What follows belongs to an exercise in optimizing a design on an open flow for small area, a short achievable clock period and few clock cycles; a production flow would make more cautious choices.
In this exercise RTL edits were held to simulation tests only and were not proved equivalent to the original.

==> inputs of v1 <==
// sudoku_solver
module sudoku_solver (
  input  logic        clk,
  input  logic        reset,
  input  logic        load_en_i,
  input  logic [3:0]  load_idx_i,
  input  logic [2:0]  load_third_en_i,   
  input  logic [80:0] load_row_i,
  input  logic        start_i,
  input  logic        abort_i,
  input  logic        credit_return_i,
  output logic        busy_o,
  output logic        solved_o,
  output logic        stuck_o,
  output logic        stream_valid_o,
  output logic [3:0]  stream_idx_o,
  output logic [80:0] stream_row_o
);
==> flow/config.mk <==
export PLATFORM = sky130hd
export DESIGN_NAME = sudoku_solver
export DESIGN_NICKNAME = sudoku_solver
export VERILOG_FILES = /design/flow/design.v
export SDC_FILE = /design/flow/constraint.sdc
export NUM_CORES = 4
export LEC_CHECK = 0
export CAP_MARGIN = 40
export CORE_MARGIN = 2
export CORE_UTILIZATION = 30
export PLACE_DENSITY = 0.5
export SETUP_SLACK_MARGIN = 5
export SLEW_MARGIN = 40
export SYNTH_HIERARCHICAL = 1
export SYNTH_MINIMUM_KEEP_SIZE = 0
==> flow/constraint.sdc <==
create_clock -name core_clock -period 10.0 [get_ports {clk}]
set_input_delay 2.0000 -clock core_clock [delete_from_list [all_inputs] [get_ports {clk}]]
set_output_delay 2.0000 -clock core_clock [all_outputs]
set_load 0.01 [all_outputs]
standard.sh (not shown) runs the stock make flow with config.mk's settings and CLKGATE_MAP_FILE= SYNTH_SCRIPT=/design/flow/synth_recipe.tcl, a recipe that flattens the netlist after the stock synthesis.
==> flow/flow/run.sh <==
#!/bin/bash
set -euo pipefail
MARGIN="${MARGIN:-6.5}"
bash standard.sh SETUP_SLACK_MARGIN="$MARGIN" finish > standard.log 2>&1
==> v26: changes against v1 <==
==> flow/design.v (replaced) <==
`timescale 1ns/100ps
module sudoku_solver (
  input  logic        clk,
  input  logic        reset,
  input  logic        load_en_i,
  input  logic [3:0]  load_idx_i,
  input  logic [2:0]  load_third_en_i,   
  input  logic [80:0] load_row_i,
  input  logic        start_i,
  input  logic        abort_i,
  input  logic        credit_return_i,
  output logic        busy_o,
  output logic        solved_o,
  output logic        stuck_o,
  output logic        stream_valid_o,
  output logic [3:0]  stream_idx_o,
  output logic [80:0] stream_row_o
);
  logic [80:0] grid [0:8];
  logic        solving;        
  logic        streaming;      
  logic [1:0]  credits;
  logic        valid_q;        
  logic [3:0]  idx;            
  logic [8:0]  sel;            
  logic [80:0] multi_q;        
  logic [80:0] out_row;
  logic [80:0] multi;          
  logic [80:0] zero;           
  logic [80:0] smask [0:8];    
  logic [8:0]  tri_u [0:26];   
  logic [8:0]  row_u [0:8];
  logic [8:0]  col_u [0:8];
  logic [8:0]  box_u [0:8];
  logic [8:0]  rb_u  [0:26];   
  logic [80:0] pruned [0:8];
  logic        all_settled;
  logic        emptied;
  logic        settling;
  logic        sweep_en;
  logic        finish;
  genvar gi, gu;
  generate
    for (gi = 0; gi < 81; gi = gi + 1) begin : g_cell
      logic [8:0] v;
      logic       a0, a1, a2, t0, t1, t2;
      assign v  = grid[gi / 9][(gi % 9)*9 +: 9];
      assign a0 = |v[2:0];
      assign a1 = |v[5:3];
      assign a2 = |v[8:6];
      assign t0 = (v[0] & v[1]) | (v[0] & v[2]) | (v[1] & v[2]);
      assign t1 = (v[3] & v[4]) | (v[3] & v[5]) | (v[4] & v[5]);
      assign t2 = (v[6] & v[7]) | (v[6] & v[8]) | (v[7] & v[8]);
      assign multi[gi] = t0 | t1 | t2 | (a0 & a1) | (a0 & a2) | (a1 & a2);
      assign zero[gi]  = ~(a0 | a1 | a2);
      assign smask[gi / 9][(gi % 9)*9 +: 9] = multi[gi] ? 9'd0 : v;
    end
    for (gu = 0; gu < 27; gu = gu + 1) begin : g_third
      assign tri_u[gu] = smask[gu / 3][(gu % 3)*27 +: 9] | smask[gu / 3][(gu % 3)*27 + 9 +: 9] |
                         smask[gu / 3][(gu % 3)*27 + 18 +: 9];
    end
    for (gu = 0; gu < 9; gu = gu + 1) begin : g_unit
      assign row_u[gu] = tri_u[gu*3] | tri_u[gu*3 + 1] | tri_u[gu*3 + 2];
      assign box_u[gu] = tri_u[(gu/3)*9 + gu%3] | tri_u[(gu/3)*9 + 3 + gu%3] |
                         tri_u[(gu/3)*9 + 6 + gu%3];
      assign col_u[gu] = smask[0][gu*9 +: 9] | smask[1][gu*9 +: 9] | smask[2][gu*9 +: 9] |
                         smask[3][gu*9 +: 9] | smask[4][gu*9 +: 9] | smask[5][gu*9 +: 9] |
                         smask[6][gu*9 +: 9] | smask[7][gu*9 +: 9] | smask[8][gu*9 +: 9];
    end
    for (gu = 0; gu < 27; gu = gu + 1) begin : g_rb
      assign rb_u[gu] = row_u[gu / 3] | box_u[(gu / 9)*3 + gu % 3];
    end
    for (gi = 0; gi < 81; gi = gi + 1) begin : g_prune
      logic [8:0] v;
      logic       me;              
      assign v  = grid[gi / 9][(gi % 9)*9 +: 9];
      assign me = multi[gi] & sweep_en;
      assign pruned[gi / 9][(gi % 9)*9 +: 9] =
        v & ~({9{me}} & (rb_u[(gi / 9)*3 + (gi % 9)/3] | col_u[gi % 9]));
    end
  endgenerate
  assign all_settled = ~(|multi) & ~(|zero);
  assign emptied     = |zero;
  assign settling    = |(multi_q & ~multi);
  always_ff @(posedge clk) begin
    multi_q <= multi;
  end
  logic       idle;
  logic       done;            
  logic       streaming_d;
  logic [1:0] credits_d;
  logic       valid_d;
  assign idle     = ~solving & ~streaming;
  assign finish   = all_settled | emptied | ~settling;
  assign done     = solving & ~abort_i & finish;
  assign sweep_en = (idle & start_i) | (solving & ~emptied);
  assign streaming_d = done | (streaming & ~(valid_q & (idx == 4'd8)));
  assign credits_d   = credits - {1'b0, valid_q} + {1'b0, credit_return_i};
  assign valid_d     = streaming_d & (credits_d != 2'd0);
  assign busy_o         = solving | streaming;
  assign stream_valid_o = valid_q;
  assign stream_idx_o   = idx;
  assign stream_row_o   = out_row;
  always_ff @(posedge clk) begin
    if (reset) begin
      solving   <= 1'b0;
      streaming <= 1'b0;
      credits   <= 2'd2;
      valid_q   <= 1'b0;
      idx       <= '0;
      sel       <= 9'd1;
      solved_o  <= 1'b0;
      stuck_o   <= 1'b0;
    end else begin
      solving   <= (idle & start_i) | (solving & ~abort_i & ~finish);
      streaming <= streaming_d;
      credits   <= credits_d;
      valid_q   <= valid_d;
      if (valid_q) idx <= (idx == 4'd8) ? 4'd0 : idx + 4'd1;
      if (valid_d) sel <= {sel[7:0], sel[8]};
      if (idle & start_i) begin
        solved_o <= 1'b0;
        stuck_o  <= 1'b0;
      end else if (done) begin
        solved_o <= all_settled;
        stuck_o  <= ~all_settled;
      end
    end
  end
  always_ff @(posedge clk) begin
    out_row <= '0;
    for (int r = 0; r < 9; r++)
      if (sel[r]) out_row <= grid[r];
  end
  genvar gr, gt;
  generate
    for (gr = 0; gr < 9; gr = gr + 1) begin : g_row
      for (gt = 0; gt < 3; gt = gt + 1) begin : g_third
        always_ff @(posedge clk) begin
          if (load_en_i && idle && (load_idx_i == gr) && load_third_en_i[gt])
            grid[gr][gt*27 +: 27] <= load_row_i[gt*27 +: 27];
          else
            grid[gr][gt*27 +: 27] <= pruned[gr][gt*27 +: 27];
        end
      end
    end
  endgenerate
endmodule
==> flow/flow/run.sh (replaced) <==
#!/bin/bash
set -euo pipefail
MARGIN="${MARGIN:-7}"
bash standard.sh SETUP_SLACK_MARGIN="$MARGIN" finish > standard.log 2>&1
Settings changed: CAP_MARGIN 40 to 20, CORE_UTILIZATION 30 to 32, MIN_ROUTING_LAYER from default to met2, SLEW_MARGIN 40 to 20, SYNTH_HIERARCHICAL 1 to default, SYNTH_MINIMUM_KEEP_SIZE 0 to default.
==> notes <==
- v26 stopped in global routing (GRT-0116). v1 completed without violations.
- Against v1, the synthesized area of v26 is lower by about 10%.
- Of v1 and v26, v26 has the higher synthesized cell count (gap about 9%, measured against v26).
Testbench counts of v1, summed over its fixed seeds: cycles 5,578.
Testbench counts of v26, summed over its fixed seeds: cycles 5,578.

[re-timing with driven ports]
How much do the figures lean on ideal ports? The routed layout below was timed once more, with nothing changed but the port constraints.
Step 1, drivers: a clkbuf_16 drives clk and a buf_2 each remaining input, both assumed.
Step 2 moves the port delays by t, midway between the first and last clock arrival at a register: inputs arrive t later, outputs are due t later. That takes back most of the time a late clock gives input paths.
a / b / c = no drivers / after step 1 / after step 2; a / b = the first two.
run: v1
shift t [ns]: 0.945
setup WS [ns]: 6.175 / 6.175 / 5.506
hold slack, ns: 0.505 / 0.505 / 0.505
clock arrival spread, ns: 0.041 / 0.040
After both steps setup and hold are still met in v1. For v1, drivers alone change the setup slack by 0.000 ns; drivers and shift together by -0.669 ns.
